Source: an optimization exercise on an open RTL-to-GDS flow (aim: a short achievable clock period). Production flows keep margins and buffers that such runs may drop.
Only simulation tests tie the RTL to the original design; equivalence was not proved.
Power figures rest on the tool's default switching activity, not on a simulated workload.

$ cat design.v
`default_nettype none
package offload_pkg;
  typedef logic [31:0] data_t;
  typedef logic [31:0] addr_t;
  typedef logic [4:0]  acc_id_t;
  typedef logic [1:0]  acc_target_t;
  typedef logic [3:0]  strb_t;
  typedef logic [11:0] ssr_word_t;
  localparam acc_target_t TARGET_FPU  = 2'd0;
  localparam acc_target_t TARGET_HIVE = 2'd1;
  localparam acc_target_t TARGET_SSR  = 2'd2;
  localparam int unsigned NUM_TARGETS = 3;
  localparam int unsigned TGT_IDX_W   = $clog2(NUM_TARGETS);
  localparam int unsigned NUM_SSRS      = 3;
  localparam int unsigned NUM_SSR_REGS  = 8;
  localparam int unsigned SSR_DM_SEL_W  = $clog2(NUM_SSRS);
  localparam int unsigned SSR_REG_SEL_W = $clog2(NUM_SSR_REGS);
  localparam logic [31:0] SCFG_MASK    = 32'h0000_707f;
  localparam logic [31:0] SCFGRI_MATCH = 32'h0000_102b;
  localparam logic [31:0] SCFGWI_MATCH = 32'h0000_202b;
  localparam logic [31:0] SCFGR_MATCH  = 32'h0000_502b;
  localparam logic [31:0] SCFGW_MATCH  = 32'h0000_602b;
  localparam int unsigned TCDM_ADDR_WIDTH = 17;
  localparam addr_t       TCDM_MASK       = {32{1'b1}} << TCDM_ADDR_WIDTH;
  localparam int unsigned MEM_RSP_DEPTH   = 4;
  localparam int unsigned MEM_PTR_W       = $clog2(MEM_RSP_DEPTH);
  typedef struct packed {
    acc_target_t target;
    acc_id_t     id;
    data_t       data_op;
    data_t       data_arga;
    data_t       data_argb;
    data_t       data_argc;
  } acc_req_t;
  typedef struct packed {
    acc_id_t id;
    data_t   data;
    logic    error;
  } acc_rsp_t;
  localparam int unsigned ACC_RSP_W = 5 + 32 + 1;
  typedef struct packed {
    addr_t addr;
    data_t wdata;
    logic  write;
    strb_t strb;
  } mem_req_t;
  typedef struct packed {
    data_t rdata;
    logic  error;
  } mem_rsp_t;
  typedef enum logic {
    MEM_SOC  = 1'b0,
    MEM_TCDM = 1'b1
  } mem_port_t;
endpackage
`default_nettype wire
`timescale 1ns/1ps
`default_nettype none
module offload_req_stage
(
  input  logic                   clk_i,
  input  logic                   rst_ni,
  input  offload_pkg::acc_req_t               acc_req_i,
  input  logic                   acc_valid_i,
  output logic                   acc_ready_o,
  output offload_pkg::acc_req_t               tgt_req_o,
  output logic [offload_pkg::NUM_TARGETS-1:0] tgt_valid_o,
  input  logic [offload_pkg::NUM_TARGETS-1:0] tgt_ready_i
);
  offload_pkg::acc_req_t             a_data_q, b_data_q;
  logic                 a_full_q, b_full_q;
  logic                 a_fill, a_drain, b_fill, b_drain;
  logic                 out_valid, out_ready;
  logic [offload_pkg::TGT_IDX_W-1:0] tgt_idx;
  assign acc_ready_o = ~a_full_q | ~b_full_q;
  assign a_fill      = acc_valid_i & acc_ready_o;
  assign a_drain     = a_full_q & ~b_full_q;
  assign b_fill      = a_drain & ~out_ready;
  assign b_drain     = b_full_q & out_ready;
  always_ff @(posedge clk_i) begin
    if (rst_ni) begin
      a_full_q <= 1'b0;
      b_full_q <= 1'b0;
    end else begin
      if (a_fill || a_drain) begin
        a_full_q <= a_fill;
      end
      if (b_fill || b_drain) begin
        b_full_q <= b_fill;
      end
    end
  end
  always_ff @(posedge clk_i) begin
    if (a_fill) begin
      a_data_q <= acc_req_i;
    end
    if (b_fill) begin
      b_data_q <= a_data_q;
    end
  end
  assign out_valid = a_full_q | b_full_q;
  assign tgt_req_o = b_full_q ? b_data_q : a_data_q;
  always_comb begin
    case (tgt_req_o.target)
      offload_pkg::TARGET_HIVE: tgt_idx = offload_pkg::TGT_IDX_W'(1);
      offload_pkg::TARGET_SSR:  tgt_idx = offload_pkg::TGT_IDX_W'(2);
      default:     tgt_idx = offload_pkg::TGT_IDX_W'(0);
    endcase
  end
  always_comb begin
    for (int unsigned i = 0; i < offload_pkg::NUM_TARGETS; i++) begin
      tgt_valid_o[i] = out_valid && (tgt_idx == i);
    end
  end
  assign out_ready = tgt_ready_i[tgt_idx];
endmodule
`default_nettype wire
`timescale 1ns/1ps
`default_nettype none
module ssr_cfg_unit
(
  input  logic     clk_i,
  input  logic     rst_ni,
  input  offload_pkg::acc_req_t req_i,
  input  logic     valid_i,
  output logic     ready_o,
  output offload_pkg::acc_rsp_t rsp_o,
  output logic     rsp_valid_o,
  input  logic     rsp_ready_i
);
  logic [offload_pkg::NUM_SSRS*offload_pkg::NUM_SSR_REGS-1:0][31:0] cfg_q;
  logic [4:0]  cfg_idx;
  offload_pkg::acc_rsp_t    rsp_q;
  logic        rsp_valid_q;
  logic        is_rd_imm, is_wr_imm, is_rd_reg, is_wr_reg;
  logic        is_write;
  logic [11:0] cfg_addr;
  offload_pkg::ssr_word_t   cfg_word;
  logic [4:0]  word_dm;
  logic [6:0]  word_reg;
  logic        in_range;
  offload_pkg::data_t       rdata;
  logic        req_hs;
  assign is_rd_imm = (req_i.data_op & offload_pkg::SCFG_MASK) == offload_pkg::SCFGRI_MATCH;
  assign is_wr_imm = (req_i.data_op & offload_pkg::SCFG_MASK) == offload_pkg::SCFGWI_MATCH;
  assign is_rd_reg = (req_i.data_op & offload_pkg::SCFG_MASK) == offload_pkg::SCFGR_MATCH;
  assign is_wr_reg = (req_i.data_op & offload_pkg::SCFG_MASK) == offload_pkg::SCFGW_MATCH;
  assign is_write  = is_wr_imm | is_wr_reg;
  always_comb begin
    if (is_rd_imm || is_wr_imm) begin
      cfg_addr = req_i.data_op[31:20];
    end else if (is_rd_reg || is_wr_reg) begin
      cfg_addr = req_i.data_argb[11:0];
    end else begin
      cfg_addr = '0;
    end
  end
  assign cfg_word = {cfg_addr[4:0], cfg_addr[11:5]};
  assign word_dm  = cfg_word[11:7];
  assign word_reg = cfg_word[6:0];
  assign cfg_idx  = {word_dm[offload_pkg::SSR_DM_SEL_W-1:0], word_reg[offload_pkg::SSR_REG_SEL_W-1:0]};
  assign in_range = (word_dm < offload_pkg::NUM_SSRS) && (word_reg < offload_pkg::NUM_SSR_REGS);
  assign rdata = in_range ?
      cfg_q[cfg_idx] : '0;
  assign ready_o = ~rsp_valid_q | rsp_ready_i;
  assign req_hs  = valid_i & ready_o;
  always_ff @(posedge clk_i) begin
    if (rst_ni) begin
      cfg_q <= '0;
    end else begin
      for (int unsigned w = 0; w < offload_pkg::NUM_SSRS*offload_pkg::NUM_SSR_REGS; w++) begin
        if (req_hs && is_write && in_range && (cfg_idx == w)) begin
          cfg_q[w] <= req_i.data_arga[31:0];
        end
      end
    end
  end
  always_ff @(posedge clk_i) begin
    if (rst_ni) begin
      rsp_valid_q <= 1'b0;
    end else if (req_hs) begin
      rsp_valid_q <= 1'b1;
    end else if (rsp_ready_i) begin
      rsp_valid_q <= 1'b0;
    end
  end
  always_ff @(posedge clk_i) begin
    if (req_hs) begin
      rsp_q.id    <= is_write ? offload_pkg::acc_id_t'(0) : req_i.id;
      rsp_q.data  <= rdata;
      rsp_q.error <= 1'b0;
    end
  end
  assign rsp_o       = rsp_q;
  assign rsp_valid_o = rsp_valid_q;
endmodule
`default_nettype wire
`timescale 1ns/1ps
`default_nettype none
module offload_rsp_arbiter
(
  input  logic                              clk_i,
  input  logic                              rst_ni,
  input  logic [offload_pkg::NUM_TARGETS*offload_pkg::ACC_RSP_W-1:0] src_rsp_i,
  input  logic     [offload_pkg::NUM_TARGETS-1:0]        src_valid_i,
  output logic     [offload_pkg::NUM_TARGETS-1:0]        src_ready_o,
  output offload_pkg::acc_rsp_t                          rsp_o,
  output logic                              rsp_valid_o,
  input  logic                              rsp_ready_i
);
  offload_pkg::acc_rsp_t               rsp_q;
  logic                   rsp_valid_q;
  logic [offload_pkg::TGT_IDX_W-1:0]   last_q, gnt_idx;
  logic [offload_pkg::NUM_TARGETS-1:0] gnt;
  logic                   any_gnt;
  logic                   load_en;
  assign load_en = ~rsp_valid_q | rsp_ready_i;
  always_comb begin
    int unsigned idx;
    gnt     = '0;
    gnt_idx = last_q;
    any_gnt = 1'b0;
    for (int unsigned k = 1; k <= offload_pkg::NUM_TARGETS; k++) begin
      idx = (last_q + k) % offload_pkg::NUM_TARGETS;
      if (!any_gnt && src_valid_i[idx]) begin
        any_gnt  = 1'b1;
        gnt_idx  = idx[offload_pkg::TGT_IDX_W-1:0];
        gnt[idx] = 1'b1;
      end
    end
  end
  assign src_ready_o = gnt & {offload_pkg::NUM_TARGETS{load_en}};
  always_ff @(posedge clk_i) begin
    if (rst_ni) begin
      rsp_valid_q <= 1'b0;
      last_q      <= offload_pkg::TGT_IDX_W'(offload_pkg::NUM_TARGETS - 1);
    end else if (load_en) begin
      rsp_valid_q <= any_gnt;
      if (any_gnt) begin
        last_q <= gnt_idx;
      end
    end
  end
  always_ff @(posedge clk_i) begin
    if (load_en && any_gnt) begin
      rsp_q <= src_rsp_i[gnt_idx*offload_pkg::ACC_RSP_W +: offload_pkg::ACC_RSP_W];
    end
  end
  assign rsp_o       = rsp_q;
  assign rsp_valid_o = rsp_valid_q;
endmodule
`default_nettype wire
`timescale 1ns/1ps
`default_nettype none
module mem_route
(
  input  logic     clk_i,
  input  logic     rst_ni,
  input  offload_pkg::addr_t    tcdm_base_i,
  input  offload_pkg::mem_req_t core_req_i,
  input  logic     core_valid_i,
  output logic     core_ready_o,
  output offload_pkg::mem_rsp_t core_rsp_o,
  output logic     core_rsp_valid_o,
  output offload_pkg::mem_req_t tcdm_req_o,
  output logic     tcdm_valid_o,
  input  logic     tcdm_ready_i,
  input  offload_pkg::mem_rsp_t tcdm_rsp_i,
  input  logic     tcdm_rsp_valid_i,
  output logic     tcdm_rsp_ready_o,
  output offload_pkg::mem_req_t soc_req_o,
  output logic     soc_valid_o,
  input  logic     soc_ready_i,
  input  offload_pkg::mem_rsp_t soc_rsp_i,
  input  logic     soc_rsp_valid_i,
  output logic     soc_rsp_ready_o
);
  logic                              fifo_q [offload_pkg::MEM_RSP_DEPTH];
  logic [offload_pkg::MEM_PTR_W-1:0] wr_ptr_q, rd_ptr_q;
  logic [offload_pkg::MEM_PTR_W:0]   count_q;
  logic                 fifo_full, fifo_empty;
  logic                 is_tcdm;
  logic                 push, pop;
  logic                              head_port;
  assign is_tcdm = (core_req_i.addr & offload_pkg::TCDM_MASK) == (tcdm_base_i & offload_pkg::TCDM_MASK);
  assign tcdm_req_o   = core_req_i;
  assign soc_req_o    = core_req_i;
  assign tcdm_valid_o = core_valid_i & ~fifo_full & is_tcdm;
  assign soc_valid_o  = core_valid_i & ~fifo_full & ~is_tcdm;
  assign core_ready_o = ~fifo_full & (is_tcdm ? tcdm_ready_i : soc_ready_i);
  assign push         = core_valid_i & core_ready_o;
  assign fifo_full  = count_q == (offload_pkg::MEM_PTR_W + 1)'(offload_pkg::MEM_RSP_DEPTH);
  assign fifo_empty = count_q == '0;
  assign head_port  = fifo_q[rd_ptr_q];
  assign tcdm_rsp_ready_o = ~fifo_empty & (head_port == offload_pkg::MEM_TCDM);
  assign soc_rsp_ready_o  = ~fifo_empty & (head_port == offload_pkg::MEM_SOC);
  assign core_rsp_valid_o = (tcdm_rsp_valid_i & tcdm_rsp_ready_o) |
                            (soc_rsp_valid_i & soc_rsp_ready_o);
  assign core_rsp_o       = (head_port == offload_pkg::MEM_TCDM) ? tcdm_rsp_i : soc_rsp_i;
  assign pop              = core_rsp_valid_o;
  always_ff @(posedge clk_i) begin
    if (rst_ni) begin
      wr_ptr_q <= '0;
      rd_ptr_q <= '0;
      count_q  <= '0;
    end else begin
      if (push) begin
        wr_ptr_q <= wr_ptr_q + 1'b1;
      end
      if (pop) begin
        rd_ptr_q <= rd_ptr_q + 1'b1;
      end
      case ({push, pop})
        2'b10:   count_q <= count_q + 1'b1;
        2'b01:   count_q <= count_q - 1'b1;
        default: count_q <= count_q;
      endcase
    end
  end
  always_ff @(posedge clk_i) begin
    if (push) begin
      fifo_q[wr_ptr_q] <= is_tcdm ? offload_pkg::MEM_TCDM : offload_pkg::MEM_SOC;
    end
  end
endmodule
`default_nettype wire
`timescale 1ns/1ps
`default_nettype none
module core_complex_fabric
(
  input  logic     clk_i,
  input  logic     rst_ni,
  input  offload_pkg::acc_req_t acc_req_i,
  input  logic     acc_valid_i,
  output logic     acc_ready_o,
  output offload_pkg::acc_rsp_t acc_rsp_o,
  output logic     acc_rsp_valid_o,
  input  logic     acc_rsp_ready_i,
  output offload_pkg::acc_req_t fpu_req_o,
  output logic     fpu_valid_o,
  input  logic     fpu_ready_i,
  input  offload_pkg::acc_rsp_t fpu_rsp_i,
  input  logic     fpu_rsp_valid_i,
  output logic     fpu_rsp_ready_o,
  output offload_pkg::acc_req_t hive_req_o,
  output logic     hive_valid_o,
  input  logic     hive_ready_i,
  input  offload_pkg::acc_rsp_t hive_rsp_i,
  input  logic     hive_rsp_valid_i,
  output logic     hive_rsp_ready_o,
  input  offload_pkg::addr_t    tcdm_base_i,
  input  offload_pkg::mem_req_t core_req_i,
  input  logic     core_valid_i,
  output logic     core_ready_o,
  output offload_pkg::mem_rsp_t core_rsp_o,
  output logic     core_rsp_valid_o,
  output offload_pkg::mem_req_t tcdm_req_o,
  output logic     tcdm_valid_o,
  input  logic     tcdm_ready_i,
  input  offload_pkg::mem_rsp_t tcdm_rsp_i,
  input  logic     tcdm_rsp_valid_i,
  output logic     tcdm_rsp_ready_o,
  output offload_pkg::mem_req_t soc_req_o,
  output logic     soc_valid_o,
  input  logic     soc_ready_i,
  input  offload_pkg::mem_rsp_t soc_rsp_i,
  input  logic     soc_rsp_valid_i,
  output logic     soc_rsp_ready_o
);
  offload_pkg::acc_req_t                   tgt_req;
  logic     [offload_pkg::NUM_TARGETS-1:0] tgt_valid, tgt_ready;
  offload_pkg::acc_rsp_t                   ssr_rsp;
  logic                       ssr_rsp_valid;
  logic [offload_pkg::NUM_TARGETS*offload_pkg::ACC_RSP_W-1:0] src_rsp;
  logic     [offload_pkg::NUM_TARGETS-1:0] src_valid, src_ready;
  offload_req_stage i_offload_req_stage (
    .clk_i       (clk_i),
    .rst_ni      (rst_ni),
    .acc_req_i   (acc_req_i),
    .acc_valid_i (acc_valid_i),
    .acc_ready_o (acc_ready_o),
    .tgt_req_o   (tgt_req),
    .tgt_valid_o (tgt_valid),
    .tgt_ready_i (tgt_ready)
  );
  assign fpu_req_o    = tgt_req;
  assign hive_req_o   = tgt_req;
  assign fpu_valid_o  = tgt_valid[offload_pkg::TARGET_FPU];
  assign hive_valid_o = tgt_valid[offload_pkg::TARGET_HIVE];
  assign tgt_ready[offload_pkg::TARGET_FPU]  = fpu_ready_i;
  assign tgt_ready[offload_pkg::TARGET_HIVE] = hive_ready_i;
  ssr_cfg_unit i_ssr_cfg_unit (
    .clk_i       (clk_i),
    .rst_ni      (rst_ni),
    .req_i       (tgt_req),
    .valid_i     (tgt_valid[offload_pkg::TARGET_SSR]),
    .ready_o     (tgt_ready[offload_pkg::TARGET_SSR]),
    .rsp_o       (ssr_rsp),
    .rsp_valid_o (ssr_rsp_valid),
    .rsp_ready_i (src_ready[offload_pkg::TARGET_SSR])
  );
  assign src_rsp   = {ssr_rsp, hive_rsp_i, fpu_rsp_i};
  assign src_valid = {ssr_rsp_valid, hive_rsp_valid_i, fpu_rsp_valid_i};
  assign fpu_rsp_ready_o  = src_ready[offload_pkg::TARGET_FPU];
  assign hive_rsp_ready_o = src_ready[offload_pkg::TARGET_HIVE];
  offload_rsp_arbiter i_offload_rsp_arbiter (
    .clk_i       (clk_i),
    .rst_ni      (rst_ni),
    .src_rsp_i   (src_rsp),
    .src_valid_i (src_valid),
    .src_ready_o (src_ready),
    .rsp_o       (acc_rsp_o),
    .rsp_valid_o (acc_rsp_valid_o),
    .rsp_ready_i (acc_rsp_ready_i)
  );
  mem_route i_mem_route (
    .clk_i            (clk_i),
    .rst_ni           (rst_ni),
    .tcdm_base_i      (tcdm_base_i),
    .core_req_i       (core_req_i),
    .core_valid_i     (core_valid_i),
    .core_ready_o     (core_ready_o),
    .core_rsp_o       (core_rsp_o),
    .core_rsp_valid_o (core_rsp_valid_o),
    .tcdm_req_o       (tcdm_req_o),
    .tcdm_valid_o     (tcdm_valid_o),
    .tcdm_ready_i     (tcdm_ready_i),
    .tcdm_rsp_i       (tcdm_rsp_i),
    .tcdm_rsp_valid_i (tcdm_rsp_valid_i),
    .tcdm_rsp_ready_o (tcdm_rsp_ready_o),
    .soc_req_o        (soc_req_o),
    .soc_valid_o      (soc_valid_o),
    .soc_ready_i      (soc_ready_i),
    .soc_rsp_i        (soc_rsp_i),
    .soc_rsp_valid_i  (soc_rsp_valid_i),
    .soc_rsp_ready_o  (soc_rsp_ready_o)
  );
endmodule
`default_nettype wire
$ cat run.sh
#!/bin/bash
# synth_recipe.tcl (not shown) runs the flow's synth.tcl, then flattens the netlist and writes it again
# the make line also repeats each setting of config.mk as NAME=value (left out here)
make -C /OpenROAD-flow-scripts/flow DESIGN_CONFIG=/design/flow/config.mk WORK_HOME=/design/flow/orfs CLKGATE_MAP_FILE= SYNTH_SCRIPT=/design/flow/synth_recipe.tcl finish
$ cat config.mk
export PLATFORM = sky130hd
export DESIGN_NAME = core_complex_fabric
export DESIGN_NICKNAME = core_complex_fabric
export VERILOG_FILES = /design/flow/design.v
export SDC_FILE = /design/flow/constraint.sdc
export NUM_CORES = 4
export LEC_CHECK = 0
export CAP_MARGIN = 20
export CORE_MARGIN = 2
export CORE_UTILIZATION = 40
export SLEW_MARGIN = 20
$ cat constraint.sdc
create_clock -name core_clock -period 5.0 [get_ports {clk_i}]
set_input_delay 1.0000 -clock core_clock [delete_from_list [all_inputs] [get_ports {clk_i}]]
set_output_delay 1.0000 -clock core_clock [all_outputs]
set_load 0.01 [all_outputs]
==> impl_metrics.toml <==
[cts]
cts_tree = "built"
ctsHoldBuffers = 0
clkTransAtPathRegs_ns = 0.06
cts_sinks = 1132
cts_resized = 0
clockBufferDepth = 3
cts_made_buffers = 118
cts_setup_buffers = 0
h-tree-depth = 3
root_buffer = "clkbuf_16"
insertion_delay_ns = 0.75

[flow_run]
maxCapViolCount = 0

[synthesis]
yosysTopAreaCell = "dfxtp_1"
synth_edf_count = 349
synth_nets = 5671
synthCells = 5263
synth_top_cells_by_area = "dfxtp_1 31%, edfxtp_1 21%, a211oi_1 6.9%"
ys_seq_elements = 1132
yosys_warnings = 4
synth_compound_area_share_pct = 13.8
async_reset_ff_share_pct = 0
synth_flop_cell = "dfxtp_1"
synth_top_area_share_pct = 31.2
muxShareOfSynthArea_pct = 10.1
syn-mean-instance-area_sq_um = 9.54
netlist_area_sq_um = 50200
synth_fa_ha_area_share_pct = 0.439
ys_seq_area_share_pct = 52.1
synthXorXnorAreaFrac_pct = 0.381
synth_top_family_by_area = "simple AND/OR/NAND/NOR gates"
synth_cell_types = 77
synth-simple-area-share_pct = 14.8

[sta]
worst_pin_slew_ns = 1.46
setup_violations = 0
fin_ws_ns = 0.121
finalMaxSlewViolations = 0
finalHoldViolCount = 0
hold_ws_ns = 0.444
max_freq_mhz = 205
fin_skew_ns = 0.0292
fin_crit_sh_pct = 97.6
rsz0062_at_grt = "no"
finalCriticalPeriod_ns = 4.88
maxSlewHeadroom_pct = 2.14

[pwr]
power.density_nw_per_um2 = 391
swShare_pct = 27.5
leakagePower_nw = 21.3
combPwrFrac_pct = 19.4
pwr-share-seq_pct = 42.0
power.switching_mw = 6.69
p_int_mw = 17.6
clockPowerShare_pct = 38.6
ir_drop_mv = 0.394
p_total_mw = 24.3

[global_routing]
grt-ovfl-total = 0
grt_pass1_vias = 38300
antenna_found_initial = 36
grt_pass1_wl_um = 275000
grt_max_degree = 130
grt_usage_pct = 29.5

[layout]
final_cell_mix = "805 x nand2_1, 780 x dfxtp_1, 764 x nor2_1"
area_growth_pct = 23.7
nets = 6004
nFillCells = 11600
final_area_sq_um = 62100
final_common_cell = "nand2_1"
post-route-util_pct = 50.0
multi_input_area_sq_um = 20000
drive_above_1_share_pct = 11.1
regArea_sq_um = 26200

[setup_path]
crit_chain = "buf_12 -> mux2i_1 -> inv_1 -> clkdlybuf4s50_1"
worstPathRequired_ns = 4.00
slowest_delay_ns = 0.99
path_class = "register to output pin"
cp_top_family = "buffers and inverters"
cp.arrival_ns = 3.88
crit_buf_inv = 3
cp_max_fo = 54
cp-end-kind = "output pin"
critPathSlowestCell = "mux2i_1"
startpoint_type = "register"

[floorplan]
core_sq_um = 124000
die_w_um = 358
die_height_um = 358
rows = 129
dieArea_sq_um = 128000
ios = 882
start_util_pct = 40.4

[route]
wl_per_cell_um = 26.5
postRouteAntennaNets = 0
viasPerCell = 5.50
drt_iter0_drc = 3683
drc = 0
vias = 40900
dr.pass1.iters = 8
routed_wl_um = 197000

[place]
placed_area_sq_um = 57700
dp_hpwl_um = 137000
numPortBuffers = 702
place_congestion = 0.910
place_ws_ns = 0.514

[hold_path]
min_path_type = "register to register"

[outcome]
status = "no timing/DRC/antenna violations"
[Yosys cell counts, types with 8 or more instances]
| cell | number |
|---|---|
| o41ai_1 | 9 |
| nand2_1 | 806 |
| nor2_1 | 768 |
| nor3_1 | 23 |
| nand3_1 | 92 |
| o221ai_1 | 8 |
| a31oi_1 | 64 |
| edfxtp_1 | 349 |
| o22ai_1 | 29 |
| clkbuf_1 | 280 |
| a32oi_1 | 12 |
| buf_4 | 294 |
| nor3_4 | 8 |
| nor4_1 | 31 |
| buf_2 | 115 |
| ha_1 | 16 |
| a211oi_1 | 460 |
| mux2_2 | 136 |
| mux2i_1 | 339 |
| dfxtp_1 | 783 |
| xnor2_1 | 17 |
| nand4_1 | 24 |
| inv_1 | 50 |
| a221oi_1 | 28 |
| buf_1 | 33 |
| o2bb2ai_1 | 37 |
| o21ai_0 | 47 |
| a21oi_1 | 295 |
[cell type report]
class / count / share of cell area (%)
flip-flops and latches: 1132 / 42.1
multi-input cells: 3352 / 32.2
repair buffers: 941 / 15.0
clock buffers: 171 / 5.54
well taps: 1637 / 3.30
clock inverters: 54 / 1.17
diodes: 95 / 0.383
inverters: 51 / 0.308
[layer usage]
layer | vias up | track usage, % | part of all wire [%] | routed length [um]
met5 | - | 0 | 0.011 | 21
met3 | 444 | 5.80 | 7.8 | 15300
met4 | 4 | 24.9 | 8.9 | 17600
met1 | 19700 | 35.5 | 38 | 74900
li1 | 18900 | - | - | -
met2 | 1855 | 45.7 | 45 | 89000
[logic make-up (layout without fill, tap and decap cells)]
| group | after synthesis | in the layout |
|---|---|---|
| xor+xnor | 21 | 21 |
| fa+ha+maj | 17 | 17 |
| buf+inv | 779 | 1217 |
| flops | 1132 | 1132 |
| other cells | 0 | 95 |
| mux | 483 | 483 |
| simple gates | 1803 | 1803 |
| compound gates | 1028 | 1028 |
[stage by stage]
stage               setup TNS [ns]  instances
floorplan                  -201.42       5263
global placement                 0       7112
detailed placement               0       7112
CTS                              0       7337
global route                     0       7429
finish                           0       7433
[final timing paths]
check / cells past startpoint / end / slack, ns / startpoint
max: 4 / hive_req_o[67] / 0.12 / i_offload_req_stage.b_full_q
min: 0 / i_offload_req_stage.b_data_q[113] / 0.44 / i_offload_req_stage.a_data_q[113]
max reg2reg: 8 / i_ssr_cfg_unit.rsp_q[8] / 0.47 / i_offload_req_stage.b_full_q
min reg2reg: 0 / i_offload_req_stage.b_data_q[113] / 0.44 / i_offload_req_stage.a_data_q[113]
[power groups by stage]
stage | clock, mW | sequential (mW) | combinational (mW)
finish | 9.38 | 10.2 | 4.71
global route | 9.84 | 10.2 | 4.97
CTS | 9.49 | 10.2 | 4.70
detailed placement | 0 | 10.4 | 4.69
global placement | 0 | 10.4 | 4.66
floorplan | 0 | 10.5 | 2.57
[flip-flops by register name, indices dropped and copies added, names as in the netlist, 3 cells and up, named ones only]
name and flops:
i_ssr_cfg_unit.cfg_q 768, i_offload_req_stage.a_data_q 135, i_offload_req_stage.b_data_q 135, i_offload_rsp_arbiter.rsp_q 38, i_ssr_cfg_unit.rsp_q 37, i_mem_route.fifo_q 4
i_mem_route.count_q 3

==> port drivers added, routing unchanged <==
The flow's constraints put no driver on any port. The routed layout listed below was extracted and timed again, unchanged, in two steps.
Step 1 (the two cells are an assumption about what drives the block):
set clk [get_ports {clk_i}]
set_driving_cell -lib_cell sky130_fd_sc_hd__clkbuf_16 $clk
set_driving_cell -lib_cell sky130_fd_sc_hd__buf_2 [delete_from_list [all_inputs] $clk]
Step 2 moves the port delays by t, midway between the first and last clock arrival at a register: inputs arrive t later, outputs are due t later. That takes back most of the time a late clock gives input paths.
a / b / c = ideal ports / drivers / drivers and shift; a / b = the first two.
shift t [ns]: 0.811
setup WS [ns]: 0.121 / 0.047 / 0.435
hold slack, ns: 0.444 / 0.444 / 0.444
worst register clock-pin slew, ns: 0.07 / 0.07
cell pins on the clock port's net: 1
After both steps setup and hold are still met in this run. For this run, drivers alone change the setup slack by -0.074 ns; drivers and shift together by +0.314 ns.
